Background: an optimization exercise with open tools, aiming at small area, a short achievable clock period and few clock cycles. Do not read the settings as production practice.
RTL that was checked went through simulation tests only; none was proved equivalent to the original.

==> inputs of trial 61 <==
## decaying_counter
module decaying_counter #(
	parameter int TIME_WIDTH = 48,
	parameter int FRAC_BITS  = 16
) (
	input  logic                           clk,
	input  logic                           arst_n,
	input  logic                           cfg_valid,
	output logic                           cfg_ready,
	input  logic [dcnt_pkg::CFG_IDX_W-1:0] cfg_index,
	input  logic [dcnt_pkg::VAL_W-1:0]     cfg_data,
	input  logic                           req_valid,
	output logic                           req_stall,
	input  logic [dcnt_pkg::CMD_W-1:0]     req_cmd,
	input  logic [dcnt_pkg::VAL_W-1:0]     req_amount,
	input  logic [dcnt_pkg::VAL_W-1:0]     req_now_ms,
	output logic                           rsp_valid,
	input  logic                           rsp_stall,
	output logic                           rsp_status,
	output logic [dcnt_pkg::VAL_W-1:0]     rsp_result_value
);
Settings: LEC_CHECK=0, CAP_MARGIN=20, CORE_MARGIN=2, CORE_UTILIZATION=40, SETUP_SLACK_MARGIN=4, SLEW_MARGIN=20; clock period 10.0 ns.
run.sh (not shown) runs the stock make flow with config.mk's settings and CLKGATE_MAP_FILE= SYNTH_SCRIPT=/design/flow/synth_recipe.tcl, a recipe that flattens the netlist after the stock synthesis.
==> build 82 (differences from trial 61) <==
--- a/flow/design.v
+++ b/flow/design.v
@@ -206,17 +206,17 @@
 	localparam logic [1:0] K_ZERO = 2'd0;
 	localparam logic [1:0] K_RAW  = 2'd1;
 	localparam logic [1:0] K_DEC  = 2'd2;
 	localparam logic [49:0] MS_MAX = 50'h1_0000_0000_0000;
 	localparam logic [49:0] MS_MIN = 50'h3_0000_0000_0000;
 	logic        full_q;
 	logic [1:0]  cmd_q;
 	logic [47:0] amt_q, now_q;
-	logic        exists_q, cval_q, slow_q, sload_q, bk_q, qb_q;
+	logic        exists_q, cval_q, slow_q, sload_q, bk_q, qb_q, send_q;
 	logic [47:0] raw_q, born_q, bnd_q, sh_q;
 	logic [49:0] ms_q;
 	logic [5:0]  sc_q;
 	logic [2:0]  wc_q;
 	logic        r1_v_q, r1_st_q, r2_v_q, r2_st_q;
 	logic [1:0]  r1_k_q;
 	logic [47:0] r2_val_q;
 	logic        go, r1_mv, fin, need, eqb, ms_sat;
@@ -247,17 +247,16 @@
 		x2  = ca ^ cb ^ cp2;
 		y2  = (ca & cb) | (ca & cp2) | (cb & cp2);
 	end
 	assign z1  = x1 - ~{y1[48:0], 1'b1};
 	assign z2  = x2 - ~{y2[48:0], 1'b1};
 	assign c1  = !z1[49];
 	assign c2  = !z2[49];
 	assign ge0 = (now_q >= bnd_q);
-	assign dz0 = ({!raw_q[47], raw_q[47], raw_q} <= {!ms_q[49], ms_q[48:0]});
 	always_comb begin
 		da = {{3{raw_q[47]}}, raw_q};
 		db = ~{ms_q[49], ms_q};
 		dc = ~{rate_x[49], rate_x};
 		xd = da ^ db ^ dc;
 		yd = (da & db) | (da & dc) | (db & dc);
 	end
 	assign zd  = xd + {yd[49:0], 1'b1};
@@ -266,18 +265,23 @@
 		.a  (slow_q ? {16'd0, bnd_q[31:0], sh_q[47]} : {1'b0, bnd_q}),
 		.b  ((bk_q || slow_q) ? ~{17'd0, per} : {17'd0, per}),
 		.ci (bk_q || slow_q),
 		.s  (bx)
 	);
 	dcnt_alu #(.W(49)) u_dl (.a({1'b0, now_q}), .b(~{1'b0, bnd_q}), .ci(1'b1), .s(dl));
 	dcnt_alu #(.W(50)) u_d0 (.a({{2{raw_q[47]}}, raw_q}), .b(~ms_q), .ci(1'b1), .s(d0));
 	assign dval = d0[49] ? 48'd0 : ((|d0[48:47]) ? VAL_MAX : d0[47:0]);
-	assign ad    = {raw_q[47], raw_q} + ({amt_q[47], amt_q} ^ {49{cmd_q == CMD_DEC}})
-	               + {48'd0, cmd_q == CMD_DEC};
+	assign dz0  = d0[49] || (d0 == 50'd0);
+	dcnt_alu #(.W(49)) u_ad (
+		.a  ({raw_q[47], raw_q}),
+		.b  ({amt_q[47], amt_q} ^ {49{cmd_q == CMD_DEC}}),
+		.ci (cmd_q == CMD_DEC),
+		.s  (ad)
+	);
 	assign v_inc = (ad[48] != ad[47]) ? (ad[48] ? VAL_MIN : VAL_MAX) : ad[47:0];
 	assign v_dec = ad[48] ? 48'd0 : (ad[47] ? VAL_MAX : ad[47:0]);
 	assign vz    = (v_dec == 48'd0);
 	assign dsub = bx[32:0];
 	assign qb   = !bx[48];
 	dcnt_cmp #(.W(32)) u_lt8 (.a({bnd_q[23:0], sh_q[47:40]}), .b(per), .ge(lt8));
 	assign skip8 = (sc_q >= 6'd8) && (bnd_q[31:24] == 8'd0) && !lt8;
 	always_comb begin
@@ -358,16 +362,17 @@
 	always_ff @(posedge clk or negedge arst_n) begin
 		if (!arst_n) begin
 			exists_q <= 1'b0;
 			cval_q   <= 1'b0;
 			slow_q   <= 1'b0;
 			sload_q  <= 1'b0;
 			bk_q     <= 1'b0;
 			qb_q     <= 1'b0;
+			send_q   <= 1'b0;
 			raw_q    <= '0;
 			born_q   <= '0;
 			bnd_q    <= '0;
 			sh_q     <= '0;
 			ms_q     <= '0;
 			sc_q     <= '0;
 			wc_q     <= '0;
 			r1_st_q  <= 1'b0;
@@ -377,30 +382,36 @@
 				cval_q <= 1'b0;
 				slow_q <= 1'b0;
 				bk_q   <= 1'b0;
 			end else if (go && slow_q) begin
 				if (sload_q) begin
 					sload_q <= 1'b0;
 					ms_q    <= '0;
 					qb_q    <= 1'b0;
+					send_q  <= 1'b0;
 					if (dl[48]) begin
 						cval_q <= 1'b1;
 						slow_q <= 1'b0;
 					end else begin
 						sh_q  <= dl[47:0];
 						bnd_q <= '0;
 						sc_q  <= 6'd48;
 					end
 				end else if (sc_q == 6'd0) begin
-					ms_q   <= ms_w;
-					qb_q   <= 1'b0;
-					bnd_q  <= dl[47:0];
-					cval_q <= 1'b1;
-					slow_q <= 1'b0;
+					if (send_q) begin
+						bnd_q  <= dl[47:0];
+						cval_q <= 1'b1;
+						slow_q <= 1'b0;
+						send_q <= 1'b0;
+					end else begin
+						ms_q   <= ms_w;
+						qb_q   <= 1'b0;
+						send_q <= 1'b1;
+					end
 				end else if (skip8 && !qb_q) begin
 					bnd_q <= {16'd0, bnd_q[23:0], sh_q[47:40]};
 					sh_q  <= {sh_q[39:0], 8'd0};
 					ms_q  <= ms_s8;
 					sc_q  <= sc_q - 6'd8;
 				end else begin
 					bnd_q <= qb ? {16'd0, dsub[31:0]} : {15'd0, bnd_q[31:0], sh_q[47]};
 					sh_q  <= {sh_q[46:0], 1'b0};
==> flow/config.mk (replaced) <==
export PLATFORM = sky130hd
export DESIGN_NAME = decaying_counter
export DESIGN_NICKNAME = decaying_counter
export VERILOG_FILES = /design/flow/design.v
export SDC_FILE = /design/flow/constraint.sdc
export NUM_CORES = 4
export LEC_CHECK = 0
export CAP_MARGIN = 20
export CORE_MARGIN = 2
export CORE_UTILIZATION = 40
export CTS_CLUSTER_DIAMETER = 100
export CTS_CLUSTER_SIZE = 30
export SETUP_SLACK_MARGIN = 4
export SLEW_MARGIN = 20
==> build 38 (differences from trial 61) <==
--- a/flow/design.v
+++ b/flow/design.v
@@ -206,25 +206,25 @@
 	localparam logic [1:0] K_ZERO = 2'd0;
 	localparam logic [1:0] K_RAW  = 2'd1;
 	localparam logic [1:0] K_DEC  = 2'd2;
 	localparam logic [49:0] MS_MAX = 50'h1_0000_0000_0000;
 	localparam logic [49:0] MS_MIN = 50'h3_0000_0000_0000;
 	logic        full_q;
 	logic [1:0]  cmd_q;
 	logic [47:0] amt_q, now_q;
-	logic        exists_q, cval_q, slow_q, sload_q, bk_q, qb_q;
+	logic        exists_q, cval_q, slow_q, sload_q, bk_q, qb_q, send_q;
 	logic [47:0] raw_q, born_q, bnd_q, sh_q;
 	logic [49:0] ms_q;
 	logic [5:0]  sc_q;
 	logic [2:0]  wc_q;
 	logic        r1_v_q, r1_st_q, r2_v_q, r2_st_q;
 	logic [1:0]  r1_k_q;
 	logic [47:0] r2_val_q;
-	logic        go, r1_mv, fin, need, eqb, ms_sat;
+	logic        go, r1_mv, fin, need, ready0, ready1, readylt, eqb, ms_sat;
 	logic        ge0, c1, c2, dz0, dz1, dz, vz, qb, skip8, lt8;
 	logic [49:0] x1, y1, x2, y2, z1, z2;
 	logic [50:0] xd, yd, zd;
 	logic [48:0] bx, dl;
 	logic [49:0] d0;
 	logic [47:0] dval;
 	logic [48:0] ad;
 	logic [47:0] v_dec, v_inc;
@@ -247,42 +247,42 @@
 		x2  = ca ^ cb ^ cp2;
 		y2  = (ca & cb) | (ca & cp2) | (cb & cp2);
 	end
 	assign z1  = x1 - ~{y1[48:0], 1'b1};
 	assign z2  = x2 - ~{y2[48:0], 1'b1};
 	assign c1  = !z1[49];
 	assign c2  = !z2[49];
 	assign ge0 = (now_q >= bnd_q);
-	assign dz0 = ({!raw_q[47], raw_q[47], raw_q} <= {!ms_q[49], ms_q[48:0]});
+	assign dz0 = ($signed({raw_q[47], raw_q[47], raw_q}) <= $signed(ms_q));
 	always_comb begin
 		da = {{3{raw_q[47]}}, raw_q};
 		db = ~{ms_q[49], ms_q};
 		dc = ~{rate_x[49], rate_x};
 		xd = da ^ db ^ dc;
 		yd = (da & db) | (da & dc) | (db & dc);
 	end
 	assign zd  = xd + {yd[49:0], 1'b1};
 	assign dz1 = zd[50];
 	dcnt_alu #(.W(49)) u_bx (
-		.a  (slow_q ? {16'd0, bnd_q[31:0], sh_q[47]} : {1'b0, bnd_q}),
-		.b  ((bk_q || slow_q) ? ~{17'd0, per} : {17'd0, per}),
-		.ci (bk_q || slow_q),
+		.a  ({1'b0, bnd_q}),
+		.b  (bk_q ? ~{17'd0, per} : {17'd0, per}),
+		.ci (bk_q),
 		.s  (bx)
 	);
 	dcnt_alu #(.W(49)) u_dl (.a({1'b0, now_q}), .b(~{1'b0, bnd_q}), .ci(1'b1), .s(dl));
 	dcnt_alu #(.W(50)) u_d0 (.a({{2{raw_q[47]}}, raw_q}), .b(~ms_q), .ci(1'b1), .s(d0));
 	assign dval = d0[49] ? 48'd0 : ((|d0[48:47]) ? VAL_MAX : d0[47:0]);
 	assign ad    = {raw_q[47], raw_q} + ({amt_q[47], amt_q} ^ {49{cmd_q == CMD_DEC}})
 	               + {48'd0, cmd_q == CMD_DEC};
 	assign v_inc = (ad[48] != ad[47]) ? (ad[48] ? VAL_MIN : VAL_MAX) : ad[47:0];
 	assign v_dec = ad[48] ? 48'd0 : (ad[47] ? VAL_MAX : ad[47:0]);
 	assign vz    = (v_dec == 48'd0);
-	assign dsub = bx[32:0];
-	assign qb   = !bx[48];
+	dcnt_alu #(.W(33)) u_dsub (.a({bnd_q[31:0], sh_q[47]}), .b(~{1'b0, per}), .ci(1'b1), .s(dsub));
+	assign qb = !dsub[32];
 	dcnt_cmp #(.W(32)) u_lt8 (.a({bnd_q[23:0], sh_q[47:40]}), .b(per), .ge(lt8));
 	assign skip8 = (sc_q >= 6'd8) && (bnd_q[31:24] == 8'd0) && !lt8;
 	always_comb begin
 		if (slow_q) begin
 			wa = {ms_q, 1'b0};
 			wb = qb_q ? {rate_x[49], rate_x} : 51'd0;
 		end else begin
 			wa = {ms_q[49], ms_q};
@@ -303,19 +303,21 @@
 			ms_s8 = MS_MIN;
 		else
 			ms_s8 = {ms_q[41:0], 8'd0};
 	end
 	assign ms_sat = ms_q[48] && (ms_q[47:0] == 48'd0);
 	always_comb begin
 		eqb     = (bnd_q == born_q);
 		need    = exists_q && (cmd_q != 2'd3) && !ubad;
-		dz      = (c1 && !bk_q) ? dz1 : dz0;
-		fin     = full_q && go && !slow_q && !pbusy
-		          && (!need || (cval_q && (ge0 ? (bk_q || !c2) : eqb)));
+		ready0  = cval_q && ge0 && (bk_q || !c1);
+		ready1  = cval_q && !bk_q && c1 && !c2;
+		readylt = cval_q && !ge0 && eqb;
+		dz      = ready1 ? dz1 : dz0;
+		fin     = full_q && go && !slow_q && !pbusy && (!need || ready0 || ready1 || readylt);
 	end
 	assign req_stall        = full_q && !fin;
 	assign rsp_valid        = r2_v_q;
 	assign rsp_status       = r2_st_q;
 	assign rsp_result_value = r2_val_q;
 	always_ff @(posedge clk or negedge arst_n) begin
 		if (!arst_n) begin
 			full_q <= 1'b0;
@@ -358,16 +360,17 @@
 	always_ff @(posedge clk or negedge arst_n) begin
 		if (!arst_n) begin
 			exists_q <= 1'b0;
 			cval_q   <= 1'b0;
 			slow_q   <= 1'b0;
 			sload_q  <= 1'b0;
 			bk_q     <= 1'b0;
 			qb_q     <= 1'b0;
+			send_q   <= 1'b0;
 			raw_q    <= '0;
 			born_q   <= '0;
 			bnd_q    <= '0;
 			sh_q     <= '0;
 			ms_q     <= '0;
 			sc_q     <= '0;
 			wc_q     <= '0;
 			r1_st_q  <= 1'b0;
@@ -377,30 +380,36 @@
 				cval_q <= 1'b0;
 				slow_q <= 1'b0;
 				bk_q   <= 1'b0;
 			end else if (go && slow_q) begin
 				if (sload_q) begin
 					sload_q <= 1'b0;
 					ms_q    <= '0;
 					qb_q    <= 1'b0;
+					send_q  <= 1'b0;
 					if (dl[48]) begin
 						cval_q <= 1'b1;
 						slow_q <= 1'b0;
 					end else begin
 						sh_q  <= dl[47:0];
 						bnd_q <= '0;
 						sc_q  <= 6'd48;
 					end
 				end else if (sc_q == 6'd0) begin
-					ms_q   <= ms_w;
-					qb_q   <= 1'b0;
-					bnd_q  <= dl[47:0];
-					cval_q <= 1'b1;
-					slow_q <= 1'b0;
+					if (send_q) begin
+						bnd_q  <= dl[47:0];
+						cval_q <= 1'b1;
+						slow_q <= 1'b0;
+						send_q <= 1'b0;
+					end else begin
+						ms_q   <= ms_w;
+						qb_q   <= 1'b0;
+						send_q <= 1'b1;
+					end
 				end else if (skip8 && !qb_q) begin
 					bnd_q <= {16'd0, bnd_q[23:0], sh_q[47:40]};
 					sh_q  <= {sh_q[39:0], 8'd0};
 					ms_q  <= ms_s8;
 					sc_q  <= sc_q - 6'd8;
 				end else begin
 					bnd_q <= qb ? {16'd0, dsub[31:0]} : {15'd0, bnd_q[31:0], sh_q[47]};
 					sh_q  <= {sh_q[46:0], 1'b0};
@@ -423,17 +432,17 @@
 						bnd_q    <= now_q;
 						ms_q     <= '0;
 						cval_q   <= 1'b1;
 						r1_k_q   <= K_RAW;
 					end else begin
 						r1_st_q <= 1'b1;
 					end
 				end else begin
-					if (!ubad && c1 && !bk_q) begin
+					if (!ubad && ready1) begin
 						bnd_q <= bx[47:0];
 						ms_q  <= ms_w;
 					end
 					case (cmd_q)
 						CMD_INC: begin
 							raw_q  <= v_inc;
 							r1_k_q <= K_DEC;
 						end
==> flow/config.mk (replaced) <==
export PLATFORM = sky130hd
export DESIGN_NAME = decaying_counter
export DESIGN_NICKNAME = decaying_counter
export VERILOG_FILES = /design/flow/design.v
export SDC_FILE = /design/flow/constraint.sdc
export NUM_CORES = 4
export LEC_CHECK = 0
export CAP_MARGIN = 20
export CORE_MARGIN = 2
export CORE_UTILIZATION = 40
export SLEW_MARGIN = 20
==> notes.md <==
|  | trial 61 | build 82 | build 38 |
|---|---|---|---|
| Result of the run | complete, no violations | complete, no violations | complete, no violations |
| Top routing layer in use | met5 | met4 | met4 |
| Hold path startpoint | u_core.r1_st_q$_DFFE_PN0P_ | u_core.r1_v_q$_DFFE_PN0P_ | u_core.r1_v_q$_DFFE_PN0P_ |
| Number of placement rows | 125 | 123 | 125 |
| Area of the die | 0.120 sq mm | 0.116 sq mm | 0.120 sq mm |
| DP Cell Count | 6565 | 6361 | 6552 |
| Total of cells resized after clock tree synthesis | 122 | 221 | 0 |
| Dpl cell area | 0.0504 sq mm | 0.0490 sq mm | 0.0504 sq mm |
| Worst hold path endpoint | u_core.r2_st_q$_DFFE_PP_ | u_core.r2_v_q$_DFFE_PN0P_ | u_core.r2_v_q$_DFFE_PN0P_ |
| Maximum fanout along the worst path | 6 | 6 | 7 |
| Slowest-stage cell, CP | sky130_fd_sc_hd__dlygate4sd2_1 | sky130_fd_sc_hd__fa_1 | sky130_fd_sc_hd__a2111oi_0 |
| Library cell appearing most often on the critical path | sky130_fd_sc_hd__dlygate4sd2_1 | - | sky130_fd_sc_hd__inv_1 |
| Buffers, non-clock | 322 | 419 | 253 |
Testbench counts of trial 61, summed over its fixed seeds: cycles 7,609.
No functional check of the RTL was part of build 82 and build 38.

## separate check: timing with driven ports
No port has a modelled driver above. Below, the same layouts with a new extraction and two added sets of constraints. Step 1: set_driving_cell puts a clkbuf_16 on clk and a buf_2 on each other input, an assumption about the parent block. Step 2 times the ports against the registers' clock, not the clock port: input delays grow and output delays shrink by t, the midpoint of the rising clock arrivals with the driver on. Three values: no drivers, after step 1, after step 2; two values: the first two.
run	shift t [ns]	slack for setup (ns)	hold WS [ns]
trial 61	0.715	4.062 / 4.012 / 3.661	0.453 / 0.453 / 0.453
build 82	0.755	3.776 / 3.764 / 3.776	0.492 / 0.492 / 0.492
build 38	0.716	1.874 / 1.797 / 2.512	0.474 / 0.474 / 0.474
After both steps every run listed still meets setup and hold. For trial 61, which loses most, drivers alone change the setup slack by -0.050 ns; drivers and shift together by -0.401 ns.
